Background: an optimization exercise with open tools, aiming at small area and a short achievable clock period. Do not read the settings as production practice.
In this exercise RTL edits were held to simulation tests only and were not proved equivalent to the original.
Power is estimated from default activity; no workload was simulated.

<file path="flow/run.sh">
#!/bin/bash
# synth_recipe.tcl (not shown) runs the flow's synth.tcl, then flattens the netlist and writes it again
# the make line also repeats each setting of config.mk as NAME=value (left out here)
make -C /OpenROAD-flow-scripts/flow DESIGN_CONFIG=/design/flow/config.mk WORK_HOME=/design/flow/orfs CLKGATE_MAP_FILE= SYNTH_SCRIPT=/design/flow/synth_recipe.tcl finish
</file>
<file path="flow/config.mk">
export PLATFORM = sky130hd
export DESIGN_NAME = multi_channel_snooper
export DESIGN_NICKNAME = multi_channel_snooper
export VERILOG_FILES = /design/flow/design.v
export SDC_FILE = /design/flow/constraint.sdc
export NUM_CORES = 4
export LEC_CHECK = 0
export CAP_MARGIN = 20
export CORE_MARGIN = 2
export CORE_UTILIZATION = 40
export SLEW_MARGIN = 20
</file>
<file path="flow/constraint.sdc">
create_clock -name core_clock -period 14.0 [get_ports {clk}]
set_input_delay 2.8000 -clock core_clock [delete_from_list [all_inputs] [get_ports {clk}]]
set_output_delay 2.8000 -clock core_clock [all_outputs]
set_load 0.01 [all_outputs]
</file>
<file path="flow/design.v">
package snoop_pkg;
    typedef enum logic [1:0] {IDLE, MEASURE, REPORT} state_t;
    localparam int WORDS_PER_CH = 5;
endpackage
module snoop_channel
#(
    parameter int TKEEP_WIDTH = 64,
    parameter int CNT_WIDTH   = 20
) (
    input  logic                   clk,
    input  logic                   areset,
    input  logic                   clear,
    input  logic                   beat,
    input  logic                   last,
    input  logic [TKEEP_WIDTH-1:0] keep,
    output logic [CNT_WIDTH-1:0]   flits,
    output logic [CNT_WIDTH-1:0]   pkts,
    output logic [CNT_WIDTH-1:0]   byte_cnt,
    output logic [CNT_WIDTH-1:0]   min_size,
    output logic [CNT_WIDTH-1:0]   max_size,
    output logic                   has_pkt,
    output logic [CNT_WIDTH-1:0]   pkt_size,
    output logic                   pkt_size_valid
);
    localparam int PW = $clog2(TKEEP_WIDTH + 1);
    localparam logic [CNT_WIDTH-1:0] ONES = '1;
    logic [PW-1:0]        p_r;       
    logic                 bd;        
    logic                 bl;        
    logic [CNT_WIDTH-1:0] acc;
    logic [CNT_WIDTH:0]   acc_sum;
    logic [CNT_WIDTH:0]   byte_sum;
    logic [CNT_WIDTH-1:0] size_now;
    logic [PW-1:0]        pc;
    always_comb begin
        pc = '0;
        for (int i = 0; i < TKEEP_WIDTH; i++) pc = pc + PW'(keep[i]);
    end
    always_ff @(posedge clk or posedge areset) begin
        if (areset) begin
            bd <= 1'b0;
            bl <= 1'b0;
        end else begin
            bd <= beat;
            bl <= beat & last;
        end
    end
    always_ff @(posedge clk) p_r <= beat ? pc : '0;
    assign acc_sum  = {1'b0, acc} + (CNT_WIDTH+1)'(p_r);
    assign size_now = acc_sum[CNT_WIDTH] ? ONES : acc_sum[CNT_WIDTH-1:0];
    assign byte_sum = {1'b0, byte_cnt} + (CNT_WIDTH+1)'(p_r);
    always_ff @(posedge clk) begin
        if (clear) begin
            flits    <= '0;
            pkts     <= '0;
            byte_cnt <= '0;
            acc      <= '0;
            has_pkt  <= 1'b0;
        end else begin
            if (bd && flits != ONES) flits <= flits + 1'b1;
            if (bl && pkts != ONES)  pkts  <= pkts + 1'b1;
            byte_cnt <= byte_sum[CNT_WIDTH] ? ONES : byte_sum[CNT_WIDTH-1:0];
            acc      <= bl ? '0 : size_now;
            if (bl) has_pkt <= 1'b1;
        end
    end
    always_ff @(posedge clk) begin
        if (bl && (!has_pkt || size_now < min_size)) min_size <= size_now;
        if (bl && (!has_pkt || size_now > max_size)) max_size <= size_now;
    end
    assign pkt_size       = size_now;
    assign pkt_size_valid = bl;
endmodule
module multi_channel_snooper
#(
    parameter int NUM_CH      = 4,
    parameter int TDATA_WIDTH = 512,
    parameter int TKEEP_WIDTH = TDATA_WIDTH / 8,
    parameter int CNT_WIDTH   = 20
) (
    input  logic                          clk,
    input  logic                          areset,
    input  logic [NUM_CH*TKEEP_WIDTH-1:0] mon_TKEEP,
    input  logic [NUM_CH-1:0]             mon_TVALID,
    input  logic [NUM_CH-1:0]             mon_TREADY,
    input  logic [NUM_CH-1:0]             mon_TLAST,
    input  logic [NUM_CH-1:0]             ch_enable,
    input  logic                          measure,
    output logic [63:0]                   report_TDATA,
    output logic [7:0]                    report_TKEEP,
    output logic                          report_TVALID,
    input  logic                          report_TREADY,
    output logic                          report_TLAST,
    output logic                          busy,
    output logic [NUM_CH*CNT_WIDTH-1:0]   pkt_size,
    output logic [NUM_CH-1:0]             pkt_size_valid,
    output logic                          measure_sync_out
);
    localparam int NUM_WORDS = 1 + snoop_pkg::WORDS_PER_CH * NUM_CH;
    localparam int IDX_W     = $clog2(NUM_WORDS);
    localparam logic [CNT_WIDTH-1:0] ONES = '1;
    snoop_pkg::state_t    state;
    logic                 clear;
    logic                 in_measure;
    logic [NUM_CH-1:0]    beat;
    logic [CNT_WIDTH-1:0] cycle_cnt;
    logic [IDX_W-1:0]     idx;
    logic                 at_last;
    logic [CNT_WIDTH-1:0] word;
    logic [CNT_WIDTH-1:0] flits    [NUM_CH];
    logic [CNT_WIDTH-1:0] pkts     [NUM_CH];
    logic [CNT_WIDTH-1:0] byte_cnt [NUM_CH];
    logic [CNT_WIDTH-1:0] min_size [NUM_CH];
    logic [CNT_WIDTH-1:0] max_size [NUM_CH];
    logic [NUM_CH-1:0]    has_pkt;
    assign in_measure = (state == snoop_pkg::MEASURE);
    assign clear      = (state == snoop_pkg::IDLE) && measure;
    assign busy       = (state != snoop_pkg::IDLE);
    assign beat       = {NUM_CH{in_measure}} & mon_TVALID & mon_TREADY & ch_enable;
    assign at_last    = (idx == IDX_W'(NUM_WORDS - 1));
    always_ff @(posedge clk or posedge areset) begin
        if (areset) begin
            state         <= snoop_pkg::IDLE;
            report_TVALID <= 1'b0;
        end else begin
            case (state)
                snoop_pkg::IDLE:    if (measure) state <= snoop_pkg::MEASURE;
                snoop_pkg::MEASURE: if (!measure) state <= snoop_pkg::REPORT;
                snoop_pkg::REPORT: begin
                    if (!report_TVALID) report_TVALID <= 1'b1;
                    else if (report_TREADY && at_last) begin
                        report_TVALID <= 1'b0;
                        state         <= snoop_pkg::IDLE;
                    end
                end
                default: state <= snoop_pkg::IDLE;
            endcase
        end
    end
    always_ff @(posedge clk) begin
        if (!report_TVALID) idx <= '0;
        else if (report_TREADY) idx <= idx + 1'b1;
    end
    always_ff @(posedge clk) begin
        if (clear) cycle_cnt <= '0;
        else if (in_measure && cycle_cnt != ONES) cycle_cnt <= cycle_cnt + 1'b1;
    end
    always_ff @(posedge clk or posedge areset) begin
        if (areset) measure_sync_out <= 1'b0;
        else        measure_sync_out <= measure;
    end
    for (genvar c = 0; c < NUM_CH; c++) begin : g_ch
        snoop_channel #(
            .TKEEP_WIDTH(TKEEP_WIDTH),
            .CNT_WIDTH  (CNT_WIDTH)
        ) u_ch (
            .clk           (clk),
            .areset        (areset),
            .clear         (clear),
            .beat          (beat[c]),
            .last          (mon_TLAST[c]),
            .keep          (mon_TKEEP[c*TKEEP_WIDTH +: TKEEP_WIDTH]),
            .flits         (flits[c]),
            .pkts          (pkts[c]),
            .byte_cnt      (byte_cnt[c]),
            .min_size      (min_size[c]),
            .max_size      (max_size[c]),
            .has_pkt       (has_pkt[c]),
            .pkt_size      (pkt_size[c*CNT_WIDTH +: CNT_WIDTH]),
            .pkt_size_valid(pkt_size_valid[c])
        );
    end
    logic [CNT_WIDTH-1:0] words [NUM_WORDS];
    always_comb begin
        words[0] = cycle_cnt;
        for (int c = 0; c < NUM_CH; c++) begin
            words[1 + c*5] = flits[c];
            words[2 + c*5] = pkts[c];
            words[3 + c*5] = byte_cnt[c];
            words[4 + c*5] = min_size[c] & {CNT_WIDTH{has_pkt[c]}};
            words[5 + c*5] = max_size[c] & {CNT_WIDTH{has_pkt[c]}};
        end
        word = '0;
        for (int k = 0; k < NUM_WORDS; k++)
            word = word | (words[k] & {CNT_WIDTH{idx == IDX_W'(k)}});
    end
    assign report_TDATA = 64'(word);
    assign report_TKEEP = {8{report_TVALID}};
    assign report_TLAST = report_TVALID & at_last;
endmodule
</file>
==> notes.md <==
[routing by layer]
layer,track usage (%),wire [um],vias to the layer above
met3,3.75,8450,185
li1,-,-,14500
met2,39.7,54600,1069
met5,0,0,-
met1,32.7,49800,14900
met4,10.0,4810,0
[worst max-delay path by stage]
stage | startpoint | slack, ns | cells after the start | to
global placement | mon_TKEEP[0] | 4.73 | 21 | g_ch[0].u_ch.p_r[5]
floorplan | mon_TKEEP[0] | 5.44 | 20 | g_ch[0].u_ch.p_r[5]
detailed placement | mon_TKEEP[0] | 4.74 | 21 | g_ch[0].u_ch.p_r[5]
finish | mon_TKEEP[0] | 5.45 | 21 | g_ch[0].u_ch.p_r[5]
CTS | mon_TKEEP[0] | 5.39 | 21 | g_ch[0].u_ch.p_r[5]
global route | mon_TKEEP[129] | 5.11 | 21 | g_ch[2].u_ch.p_r[5]
[worst max-delay path, delay by kind of cell]
family,cells,cell delay (ns)
and+or+nand+nor,3,0.58
adders and majority gates,10,4.57
AOI/OAI and AO/OA,3,0.51
buffers and inverters,5,0.66
[power by group through the flow]
stage / clock, mW / combinational [mW] / sequential (mW)
after floorplan: 0 / 4.16 / 1.84
after global placement: 0 / 5.24 / 1.93
after detailed placement: 0 / 5.26 / 1.92
after CTS: 1.69 / 5.34 / 1.89
after global routing: 1.75 / 6.21 / 1.90
final: 1.67 / 5.23 / 1.89
[through the flow]
stage                     hold WS [ns]  power, mW  cell area (sq um)
after global routing             0.522       9.86              44400
after detailed placement         0.492       7.19              42300
after CTS                        0.503       8.93              44400
after floorplan                  0.451       6.01              37300
after global placement           0.484       7.16              42300
final                            0.504       8.79              44400
[final cells by class]
class | instances | area (sq um) | share of cell area (%)
tap | 1243 | 1560 | 3.51
clock inverter | 28 | 205 | 0.462
sequential | 549 | 12700 | 28.5
multi-input combinational | 2715 | 21600 | 48.8
timing repair buffer | 432 | 4230 | 9.54
inverter | 589 | 2210 | 4.98
clock buffer | 93 | 1870 | 4.21
[sequential cells by signal, summed over array words and instances (netlist names), 5 cells and up]
| register | flops |
|---|---|
| g_ch.u_ch.pkts | 80 |
| idx | 5 |
| g_ch.u_ch.max_size | 80 |
| g_ch.u_ch.min_size | 80 |
| g_ch.u_ch.acc | 80 |
| cycle_cnt | 20 |
| g_ch.u_ch.p_r | 28 |
| g_ch.u_ch.byte_cnt | 80 |
| g_ch.u_ch.flits | 80 |
[cell families (layout without fill, tap and decap cells)]
kind of cell / Yosys count / in the layout
other: 1 / 44
and+or+nand+nor: 1144 / 1144
xor gates and xnor gates: 204 / 204
adders and majority gates: 514 / 514
AOI/OAI and AO/OA: 780 / 780
buffers and inverters: 756 / 1142
muxes: 29 / 29
DFF: 549 / 549
[Yosys cell counts, types with 17 or more instances]
cell / number
a211oi_1: 29
nand2_1: 193
a21oi_1: 234
clkbuf_1: 77
edfxtp_1: 160
a222oi_1: 26
a31oi_1: 27
a22oi_1: 135
nand3_1: 110
and2_1: 36
ha_1: 290
and3_1: 55
and4_1: 43
a21o_1: 32
o211ai_1: 17
nand4_1: 131
o21ai_0: 110
buf_2: 21
nor3b_1: 32
xor2_1: 105
nand2b_1: 36
nor2_1: 291
nor2b_1: 43
inv_1: 589
dfxtp_1: 377
or3_1: 42
nor3_1: 75
xnor2_1: 99
o21a_1: 44
buf_4: 59
fa_1: 224
==> notes.md <==
- Fill cells: 8824
- Pin count of the biggest net entering global routing: 196
- Top post-synthesis cells by area: dfxtp_1 20%, edfxtp_1 13%, fa_1 12%
- FF-to-FF path depth: 16
- Synthesized area per cell: 9.33 sq um
- Final non-filler cell total: 5649
- Yosys top cell area share: 20.3%
- Pre-CTS WS: 4.74 ns
- # clock sinks: 549
- Commonest non-fill, non-tap cell in the layout: inv_1
- Min Clock Period, post-route: 8.55 ns
- Crit path cell chain: clkdlybuf4s50_1 > ha_1 > inv_1 > fa_1 > fa_1 > inv_1 > fa_1 > fa_1 > fa_1 > fa_1 > fa_1 > inv_1 > fa_1 > inv_1 > ha_1 > nor2b_1 > o21ai_0 > a21boi_0 > o21a_1 > or4_1 > nand2_1
- Sequential share of power: 21.5%
- Final Worst Setup Slack: 5.45 ns
- CTS Hold Bufs: 0
- Register area share after synthesis: 34.1%
- Layout area overhead: 19.5%
- Hold path depth: 2
- Crit path largest cell delay: 0.58 ns
- Critical Path RT: 14.57 ns
- RSZ-0062 raised after global routing: false
- Share of post-route cells with drive strength above 1: 4.40%
- Post-layout util: 48.3%
- Core area: 91800 sq um
- Die Wd: 309 um
- CP most frequent cell: fa_1
- Cts repair resizes: 0
- Total grt overflow: 0
- Critical hold path startpoint: g_ch[0].u_ch.byte_cnt[18]
- Logic pwr share: 59.5%
- Detail Route Antenna Nets: 0
- Max_slew headroom: 24.1%
- Hold Path Sink: g_ch[0].u_ch.byte_cnt[18]
- Sw frac: 41.8%
- Switching pwr: 3.67 mW
- I/O Buffers: 391
- Slowest-stage cell, CP: fa_1
- Ys Warns: 9
- Pwr Density: 198 nW/um^2
- Core Rows: 111
- Crit-path max FO: 2
- Status: complete, no violations
- Leakage power: 19.2 nW
- Count of cell types in the netlist: 86
- Nets@finish: 5144
- R2r setup slk: 8.36 ns
- Post-synth top area cell: dfxtp_1
- DRC: 0
- Die area: 95200 sq um
- Postcts setup bufs: 0
- Critical path endpoint category: flip-flop
- Dpl hpwl: 93.0 mm
- Synthesized area: 37100 sq um
- Post-DR vias/cell: 5.42
- Boundary Pins: 436
- Worst Setup Start Kind: primary input
- Ratio of final minimum period to clock period: 61.1%
- Slew @ Worst Pin: 1.14 ns
- CTS Buf Count: 67
- Final setup TNS: 0 ns
- GP Congestion: 0.987
- Inserted Diodes: 0
- Final setup violation count: 0
- Compound-Gate Fraction of Synth Area: 14.0%
- Final Hold Fails: 0
- Number of synthesized flops with an enable pin: 160
- Most frequent cells in the layout: 589 x inv_1, 391 x clkdlybuf4s50_1, 377 x dfxtp_1
- First-pass GRT wire length: 177 mm
- Number of global-route vias before repair: 29400
- Die Y: 309 um
- Antenna violations before repair: 3
- Synth Area in XOR/XNOR: 4.81%
- Clock transition at path regs: 0.06 ns
- Detailed Routing Iterations Pass 1: 9
- RR Startpoint: g_ch[0].u_ch.p_r[0]
- Starting DRT DRC Count: 2886
- Yosys reg bits: 549
- Clk latency of the worst-skew pair: 0.63 ns
- Synth Area in Simple Gates: 16.1%
- H-tree levels: 3
- Post-Synth Adder-Cell Area: 21.9%
- Hold crit path type: reg2reg
- F_max: 0.117 GHz
- Critical path class: in2reg
- Placed cell count: 5528
- Longest Clk Path Bufs: 3
- Via count: 30600
- Main combinational cell family by area after synthesis: adder cells
- Post-synth ARST share: 2.19%
- Post-synthesis mux area share: 0.829%
- Worst vdd ir: 0.331 mV
- CTS tree: yes
- Main synth FF type: dfxtp_1
- Post-Route Skew: 0.0335 ns
- Synthesized instance count: 3977
- Cell Int Power: 5.12 mW
- Worst EP arrival: 9.12 ns
- Max Cap Viol: 0
- Total track usage: 24.5%
- Clk root buf: clkbuf_16
- Routed wire per std cell: 20.8 um
- Starting density of the core: 40.4%
- Final Max Slew Viols: 0
- Worst r2r dst: g_ch[0].u_ch.min_size[5]
- Clk network pwr share: 19.0%
- WL final: 118 mm

==> separate check: timing with driven ports <==
How much do the figures lean on ideal ports? The routed layout below was timed once more, with nothing changed but the port constraints. Step 1: set_driving_cell puts a clkbuf_16 on clk and a buf_2 on each other input, an assumption about the parent block. Step 2 times the ports against the registers' clock, not the clock port: input delays grow and output delays shrink by t, the midpoint of the rising clock arrivals with the driver on. Slacks: ideal ports / drivers / drivers and shift; pairs: ideal ports / drivers.
t (ns): 0.678
setup WS [ns]: 5.448 / 5.497 / 4.819
clock arrival spread, ns: 0.035 / 0.036
After both steps setup and hold are still met in this run. The setup slack of this run moves by +0.049 ns with the drivers and by -0.629 ns with both steps.
